This design comes from an exercise in tuning for small area, a short achievable clock period and few clock cycles per item on the open sky130 flow, not from production work. RTL that was checked went through simulation tests only; none was proved equivalent to the original. No activity file was given, so power comes from the tool's default toggle rates.

==> flow/design.v <==
`default_nettype none
package vsll_pkg;
  localparam int ADC_W = 12;
  localparam int REQ_W = 7;
  localparam int MV_W = 16;
  localparam int CC_W = 8;
  localparam int CNT_W = 16;
  localparam int CFG_IDX_W = 3;
  localparam int CFG_DATA_W = 16;
  localparam int ADC_FULL_SCALE = 4095;
  localparam logic [1:0] CLASS_LOW = 2'd0;
  localparam logic [1:0] CLASS_HIGH = 2'd1;
  localparam logic [1:0] CLASS_BAND = 2'd2;
  localparam logic [CFG_IDX_W-1:0] REG_LOW_THRESHOLD = 3'd0;
  localparam logic [CFG_IDX_W-1:0] REG_HIGH_THRESHOLD = 3'd1;
  localparam logic [CFG_IDX_W-1:0] REG_LIMIT_CEILING = 3'd2;
  localparam logic [CFG_IDX_W-1:0] REG_CONFIRM_CYCLES = 3'd3;
  localparam logic [CFG_IDX_W-1:0] REG_PAUSE_DOWN_INIT = 3'd4;
  localparam logic [CFG_IDX_W-1:0] REG_PAUSE_UP_LOW = 3'd5;
  localparam logic [CFG_IDX_W-1:0] REG_PAUSE_UP_HIGH = 3'd6;
  localparam logic [CFG_IDX_W-1:0] REG_MAX_NO_NOMINAL = 3'd7;
  localparam logic [MV_W-1:0] RST_LOW_THRESHOLD = 16'd11000;
  localparam logic [MV_W-1:0] RST_HIGH_THRESHOLD = 16'd13000;
  localparam logic [REQ_W-1:0] RST_LIMIT_CEILING = 7'd10;
  localparam logic [CC_W-1:0] RST_CONFIRM_CYCLES = 8'd4;
  localparam logic [CNT_W-1:0] RST_PAUSE_DOWN_INIT = 16'd10;
  localparam logic [CNT_W-1:0] RST_PAUSE_UP_LOW = 16'd50;
  localparam logic [CNT_W-1:0] RST_PAUSE_UP_HIGH = 16'd20;
  localparam logic [CNT_W-1:0] RST_MAX_NO_NOMINAL = 16'd1000;
  typedef struct packed {
    logic [ADC_W-1:0] adc_sample;
    logic [REQ_W-1:0] required_step;
  } in_item_t;
  typedef struct packed {
    logic [MV_W-1:0]  filtered_mv;
    logic [1:0]       level_class;
    logic [REQ_W-1:0] curr_limit;
    logic             limit_moved;
    logic             no_nominal_error;
    logic [CNT_W-1:0] error_total;
  } out_item_t;
  typedef struct packed {
    logic [MV_W-1:0]  low_threshold_mv;
    logic [MV_W-1:0]  high_threshold_mv;
    logic [REQ_W-1:0] limit_ceiling;
    logic [CC_W-1:0]  confirm_cycles;
    logic [CNT_W-1:0] pause_down_init;
    logic [CNT_W-1:0] pause_up_after_low;
    logic [CNT_W-1:0] pause_up_after_high;
    logic [CNT_W-1:0] max_no_nominal;
  } cfg_t;
  typedef struct packed {
    logic [1:0]       level_class;
    logic [REQ_W-1:0] curr_limit;
    logic             limit_moved;
    logic             no_nominal_error;
    logic [CNT_W-1:0] error_total;
  } lvl_res_t;
endpackage
`default_nettype wire
`default_nettype none
import vsll_pkg::*;
module voltage_sag_load_limiter #(
  parameter int AVG_DEPTH = 16,
  parameter int VREF_MV = 3300,
  parameter int DIVIDER_RATIO = 11
) (
  input  wire logic                            clk,
  input  wire logic                            rst,
  input  wire logic                            in_valid,
  output logic                                 in_stall,
  input  wire logic [18:0]                     in_data,
  output logic                                 out_valid,
  input  wire logic                            out_stall,
  output logic [42:0]                          out_data,
  input  wire logic                            cfg_we,
  input  wire logic [vsll_pkg::CFG_IDX_W-1:0]  cfg_index,
  input  wire logic [vsll_pkg::CFG_DATA_W-1:0] cfg_data
);
  logic [15:0] cfg_low, cfg_high, cfg_pdi, cfg_pul, cfg_puh, cfg_maxnn;
  logic [6:0]  cfg_ceil;
  logic [7:0]  cfg_cc;
  always_ff @(posedge clk) begin
    if (rst) begin
      cfg_low <= RST_LOW_THRESHOLD;
      cfg_high <= RST_HIGH_THRESHOLD;
      cfg_ceil <= RST_LIMIT_CEILING;
      cfg_cc <= RST_CONFIRM_CYCLES;
      cfg_pdi <= RST_PAUSE_DOWN_INIT;
      cfg_pul <= RST_PAUSE_UP_LOW;
      cfg_puh <= RST_PAUSE_UP_HIGH;
      cfg_maxnn <= RST_MAX_NO_NOMINAL;
    end else if (cfg_we) begin
      case (cfg_index)
        3'd0: cfg_low <= cfg_data;
        3'd1: cfg_high <= cfg_data;
        3'd2: cfg_ceil <= cfg_data[6:0];
        3'd3: cfg_cc <= cfg_data[7:0];
        3'd4: cfg_pdi <= cfg_data;
        3'd5: cfg_pul <= cfg_data;
        3'd6: cfg_puh <= cfg_data;
        default: cfg_maxnn <= cfg_data;
      endcase
    end
  end
  logic aux_v;             
  logic v0, v1, v2, v3;
  logic blocked, fire, load3;
  logic stall_q;           
  assign in_stall = stall_q;
  assign blocked = out_valid && out_stall;
  assign fire = v3 && !blocked;
  assign load3 = !v3 || !blocked;
  always_ff @(posedge clk) begin
    if (rst) begin
      aux_v <= 1'b0;
      stall_q <= 1'b0;
      v0 <= 1'b0;
      v1 <= 1'b0;
      v2 <= 1'b0;
      v3 <= 1'b0;
      out_valid <= 1'b0;
    end else begin
      if (!aux_v) begin
        v0 <= in_valid;
        v1 <= v0;
        v2 <= v1;
      end
      aux_v <= !load3 && (aux_v || v2);
      stall_q <= !load3 && (aux_v || v2);
      if (load3) v3 <= aux_v || v2;
      if (fire) out_valid <= 1'b1;
      else if (!out_stall) out_valid <= 1'b0;
    end
  end
  logic [11:0] w0;
  logic [6:0]  req0, req1, req2;
  always_ff @(posedge clk) begin
    if (!aux_v) begin
      w0 <= in_data[18:7];
      req0 <= in_data[6:0];
      req1 <= req0;
      req2 <= req1;
    end
  end
  logic [11:0] win [1:16];
  logic [4:0]  fill;
  logic [15:0] sum;
  logic        shift;
  assign shift = v0 && !aux_v;
  always_ff @(posedge clk) begin
    if (shift) begin
      win[1] <= w0;
      for (int i = 2; i <= 16; i++) win[i] <= win[i-1];
    end
  end
  always_ff @(posedge clk) begin
    if (rst) begin
      fill <= '0;
      sum <= '0;
    end else if (shift) begin
      if (!fill[4]) fill <= fill + 5'd1;
      sum <= sum + 16'(w0) - 16'(fill[4] ? win[16] : 12'd0);
    end
  end
  logic [11:0] avg;
  logic [23:0] qsum;
  logic [11:0] q2;
  assign avg = sum[15:4];
  assign qsum = (24'(avg) << 11) - (24'(avg) << 9) + (24'(avg) << 7) - (24'(avg) << 4)
              + (24'(avg) << 1) + 24'(avg >> 1) - 24'(avg >> 3) + 24'(avg >> 5)
              - 24'(avg >> 9);
  always_ff @(posedge clk) begin
    if (!aux_v) q2 <= qsum[22:11];
  end
  logic [11:0] aux_q;
  logic [6:0]  aux_req;
  always_ff @(posedge clk) begin
    if (!aux_v) begin
      aux_q <= q2;
      aux_req <= req2;
    end
  end
  logic [11:0] q3in;
  logic [15:0] mv3n;
  logic [15:0] mv3;
  logic        lt3, gt3;
  logic [6:0]  req3;
  assign q3in = aux_v ? aux_q : q2;
  logic [17:0] m_s, m_c, lo_s, lo_c, hi_s, hi_c, lo_d, hi_d, lown, high18;
  always_comb begin
    m_s = 18'(q3in) ^ (18'(q3in) << 1) ^ (18'(q3in) << 3);
    m_c = ((18'(q3in) & (18'(q3in) << 1)) | (18'(q3in) & (18'(q3in) << 3))
          | ((18'(q3in) << 1) & (18'(q3in) << 3))) << 1;
    mv3n = 16'(m_s + m_c);
    lown = ~(18'(cfg_low));
    high18 = 18'(cfg_high);
    lo_s = m_s ^ m_c ^ lown;
    lo_c = ((m_s & m_c) | (m_s & lown) | (m_c & lown)) << 1;
    lo_d = lo_s + lo_c + 18'd1;
    hi_s = high18 ^ ~m_s ^ ~m_c;
    hi_c = ((high18 & ~m_s) | (high18 & ~m_c) | (~m_s & ~m_c)) << 1;
    hi_d = hi_s + hi_c + 18'd2;
  end
  always_ff @(posedge clk) begin
    if (load3) begin
      mv3 <= mv3n;
      lt3 <= lo_d[17];
      gt3 <= hi_d[17];
      req3 <= aux_v ? aux_req : req2;
    end
  end
  logic [6:0]  limit, prev_req;
  logic [7:0]  low_cnt, high_cnt;
  logic [15:0] raise_pause, lower_pause, nn_count, err_total;
  logic [15:0] mv_o;
  logic [1:0]  cls_o;
  logic        moved_o, nne_o;
  logic        c_low, c_high;
  logic [15:0] rp, lp, et_inc;
  logic [7:0]  lc_n, hc_n;
  logic [15:0] rp_n, lp_n, nn_n;
  logic        up, down, hz, err, lim_nz;
  logic [9:0]  vm, v0c, vp;
  logic [6:0]  lm, l0, lp7, lim_n;
  logic        mm, m0, mp, moved;
  function automatic logic [7:0] clampm(input logic [9:0] v, input logic eq,
                                        input logic [6:0] ceil, input logic [6:0] lim,
                                        input logic nz);
    logic [6:0] r;
    logic       m;
    if (v[9]) begin
      r = 7'd0;
      m = nz;
    end else if (v[8:0] > 9'(ceil)) begin
      r = ceil;
      m = (lim != ceil);
    end else begin
      r = v[6:0];
      m = !eq;
    end
    clampm = {m, r};
  endfunction
  always_comb begin
    c_low = lt3;
    c_high = !lt3 && gt3;
    rp = (raise_pause != 16'd0) ? raise_pause - 16'd1 : 16'd0;
    lp = (lower_pause != 16'd0) ? lower_pause - 16'd1 : 16'd0;
    lc_n = c_low ? ((low_cnt != 8'd0) ? low_cnt - 8'd1 : 8'd0) : cfg_cc;
    hc_n = c_high ? ((high_cnt != 8'd0) ? high_cnt - 8'd1 : 8'd0) : cfg_cc;
    lim_nz = (limit != 7'd0);
    up = c_low && (low_cnt[7:1] == 7'd0) && (raise_pause[15:1] == 15'd0) && (limit < cfg_ceil);
    hz = c_high && (high_cnt[7:1] == 7'd0);
    down = hz && (lower_pause[15:1] == 15'd0) && lim_nz;
    rp_n = (up || down) ? cfg_pdi : rp;
    lp_n = up ? cfg_pul : (down ? cfg_puh : lp);
    if (hz) nn_n = 16'd0;
    else if (nn_count < cfg_maxnn) nn_n = nn_count + 16'd1;
    else nn_n = nn_count;
    err = hz ? (cfg_maxnn == 16'd0) : (17'(nn_count) + 17'd1 >= 17'(cfg_maxnn));
    et_inc = err_total + 16'd1;
    vm = 10'(limit) + 10'(req3) - 10'(prev_req) - 10'd1;
    v0c = 10'(limit) + 10'(req3) - 10'(prev_req);
    vp = 10'(limit) + 10'(req3) - 10'(prev_req) + 10'd1;
    {mm, lm} = clampm(vm, (8'(req3) == 8'(prev_req) + 8'd1), cfg_ceil, limit, lim_nz);
    {m0, l0} = clampm(v0c, (req3 == prev_req), cfg_ceil, limit, lim_nz);
    {mp, lp7} = clampm(vp, (8'(req3) + 8'd1 == 8'(prev_req)), cfg_ceil, limit, lim_nz);
    lim_n = up ? lp7 : (down ? lm : l0);
    moved = up ? mp : (down ? mm : m0);
  end
  always_ff @(posedge clk) begin
    if (rst) begin
      limit <= 7'd0;
      prev_req <= RST_LIMIT_CEILING;
      low_cnt <= RST_CONFIRM_CYCLES;
      high_cnt <= RST_CONFIRM_CYCLES;
      raise_pause <= '0;
      lower_pause <= '0;
      nn_count <= '0;
      err_total <= '0;
    end else if (fire) begin
      limit <= lim_n;
      low_cnt <= lc_n;
      high_cnt <= hc_n;
      raise_pause <= rp_n;
      lower_pause <= lp_n;
      nn_count <= nn_n;
      if (err) err_total <= et_inc;
      else prev_req <= req3;
    end
  end
  always_ff @(posedge clk) begin
    if (fire) begin
      mv_o <= mv3;
      cls_o <= c_low ? CLASS_LOW : (c_high ? CLASS_HIGH : CLASS_BAND);
      moved_o <= moved;
      nne_o <= err;
    end
  end
  assign out_data = {mv_o, cls_o, limit, moved_o, nne_o, err_total};
endmodule
`default_nettype wire
Settings: LEC_CHECK=0, CAP_MARGIN=20, CORE_MARGIN=2, CORE_UTILIZATION=40, PLACE_DENSITY=0.6, SLEW_MARGIN=20; clock period 11.0 ns.
standard.sh (not shown) runs the stock make flow with config.mk's settings and CLKGATE_MAP_FILE= SYNTH_SCRIPT=/design/flow/synth_recipe.tcl, a recipe that flattens the netlist after the stock synthesis.
==> flow/flow/run.sh <==
#!/bin/bash
# Standard layout, with the timing repair aimed at a tighter setup target than the clock
# period (the clock period and every constraint stay as given).
set -euo pipefail
bash standard.sh SETUP_SLACK_MARGIN=7 finish > standard_flow.log 2>&1
Testbench counts at the start, summed over its fixed seeds: cycles 8,160, items 8,000.
Then changed:
--- a/flow/design.v
+++ b/flow/design.v
@@ -100,12 +100,19 @@
         3'd5: cfg_pul <= cfg_data;
         3'd6: cfg_puh <= cfg_data;
         default: cfg_maxnn <= cfg_data;
       endcase
     end
   end
+  logic [6:0]  limit, prev_req;
+  logic [7:0]  low_cnt, high_cnt;
+  logic [15:0] raise_pause, lower_pause, nn_count, err_total;
+  logic [15:0] mv_o;
+  logic [1:0]  cls_o;
+  logic        moved_o, nne_o;
+  logic        err;
   logic aux_v;             
   logic v0, v1, v2, v3;
   logic blocked, fire, load3;
   logic stall_q;           
   assign in_stall = stall_q;
   assign blocked = out_valid && out_stall;
@@ -199,31 +206,52 @@
     lo_c = ((m_s & m_c) | (m_s & lown) | (m_c & lown)) << 1;
     lo_d = lo_s + lo_c + 18'd1;
     hi_s = high18 ^ ~m_s ^ ~m_c;
     hi_c = ((high18 & ~m_s) | (high18 & ~m_c) | (~m_s & ~m_c)) << 1;
     hi_d = hi_s + hi_c + 18'd2;
   end
+  logic [6:0] req3n;
+  logic [8:0] dA, dB, d3;
+  logic       dzA, dzB, dmA, dmB, dpA, dpB;
+  logic       dz3, dm3, dp3;
+  logic       use_a;
+  always_comb begin
+    req3n = aux_v ? aux_req : req2;
+    dA = 9'(req3n) - 9'(req3);
+    dB = 9'(req3n) - 9'(prev_req);
+    dzA = (req3n == req3);
+    dzB = (req3n == prev_req);
+    dmA = (8'(req3n) + 8'd1 == 8'(req3));
+    dmB = (8'(req3n) + 8'd1 == 8'(prev_req));
+    dpA = (8'(req3n) == 8'(req3) + 8'd1);
+    dpB = (8'(req3n) == 8'(prev_req) + 8'd1);
+  end
   always_ff @(posedge clk) begin
     if (load3) begin
       mv3 <= mv3n;
       lt3 <= lo_d[17];
       gt3 <= hi_d[17];
-      req3 <= aux_v ? aux_req : req2;
+      req3 <= req3n;
+      if (use_a) begin
+        d3 <= dA;
+        dz3 <= dzA;
+        dm3 <= dmA;
+        dp3 <= dpA;
+      end else begin
+        d3 <= dB;
+        dz3 <= dzB;
+        dm3 <= dmB;
+        dp3 <= dpB;
+      end
     end
   end
-  logic [6:0]  limit, prev_req;
-  logic [7:0]  low_cnt, high_cnt;
-  logic [15:0] raise_pause, lower_pause, nn_count, err_total;
-  logic [15:0] mv_o;
-  logic [1:0]  cls_o;
-  logic        moved_o, nne_o;
   logic        c_low, c_high;
   logic [15:0] rp, lp, et_inc;
   logic [7:0]  lc_n, hc_n;
   logic [15:0] rp_n, lp_n, nn_n;
-  logic        up, down, hz, err, lim_nz;
+  logic        up, down, hz, lim_nz;
   logic [9:0]  vm, v0c, vp;
   logic [6:0]  lm, l0, lp7, lim_n;
   logic        mm, m0, mp, moved;
   function automatic logic [7:0] clampm(input logic [9:0] v, input logic eq,
                                         input logic [6:0] ceil, input logic [6:0] lim,
                                         input logic nz);
@@ -256,18 +284,19 @@
     lp_n = up ? cfg_pul : (down ? cfg_puh : lp);
     if (hz) nn_n = 16'd0;
     else if (nn_count < cfg_maxnn) nn_n = nn_count + 16'd1;
     else nn_n = nn_count;
     err = hz ? (cfg_maxnn == 16'd0) : (17'(nn_count) + 17'd1 >= 17'(cfg_maxnn));
     et_inc = err_total + 16'd1;
-    vm = 10'(limit) + 10'(req3) - 10'(prev_req) - 10'd1;
-    v0c = 10'(limit) + 10'(req3) - 10'(prev_req);
-    vp = 10'(limit) + 10'(req3) - 10'(prev_req) + 10'd1;
-    {mm, lm} = clampm(vm, (8'(req3) == 8'(prev_req) + 8'd1), cfg_ceil, limit, lim_nz);
-    {m0, l0} = clampm(v0c, (req3 == prev_req), cfg_ceil, limit, lim_nz);
-    {mp, lp7} = clampm(vp, (8'(req3) + 8'd1 == 8'(prev_req)), cfg_ceil, limit, lim_nz);
+    vm = 10'(limit) + {d3[8], d3} - 10'd1;
+    v0c = 10'(limit) + {d3[8], d3};
+    vp = 10'(limit) + {d3[8], d3} + 10'd1;
+    {mm, lm} = clampm(vm, dp3, cfg_ceil, limit, lim_nz);
+    {m0, l0} = clampm(v0c, dz3, cfg_ceil, limit, lim_nz);
+    {mp, lp7} = clampm(vp, dm3, cfg_ceil, limit, lim_nz);
+    use_a = fire && !err;
     lim_n = up ? lp7 : (down ? lm : l0);
     moved = up ? mp : (down ? mm : m0);
   end
   always_ff @(posedge clk) begin
     if (rst) begin
       limit <= 7'd0;
Result:
- The changed run completed with no timing, DRC or antenna violations
- design area increases by 3.5%
- worst setup slack gets better by 0.39 ns
- cell count rose by 1.4%
- maximum frequency climbs by 8.8%
- total power is lower by 1.9%
- wire length came out higher by 0.39%
- worst hold slack gains 0.0081 ns
- sequential share of layout area goes down by 0.39 points
- combinational power went down by 8.7%
- clock-buffer cell count increases by 7
- global-route usage fell by 0.21 points
The RTL of the second run of this note was laid out without a check of its function.

-- afterwards: timing with drivers on the ports --
The results above use ideal ports. As a check the final layouts listed here were re-extracted and re-timed, cells and wires unchanged. Step 1 sets driving cells, clkbuf_16 on the clock port and buf_2 on the other inputs (assumed; they add their load-dependent delay and slew). Step 2 moves the port delays by t, midway between the first and last clock arrival at a register: inputs arrive t later, outputs are due t later. That takes back most of the time a late clock gives input paths. a / b / c = ideal ports / drivers / drivers and shift; a / b = the first two.
run	t, ns	slack for setup (ns)	clock arrival spread, ns
the first run	0.672	6.142 / 6.142 / 6.142	0.046 / 0.046
the second run	0.690	6.537 / 6.537 / 5.984	0.053 / 0.053
After both steps every run listed still meets setup and hold. The setup slack of the second run, which loses most, moves by 0.000 ns with the drivers and by -0.553 ns with both steps.
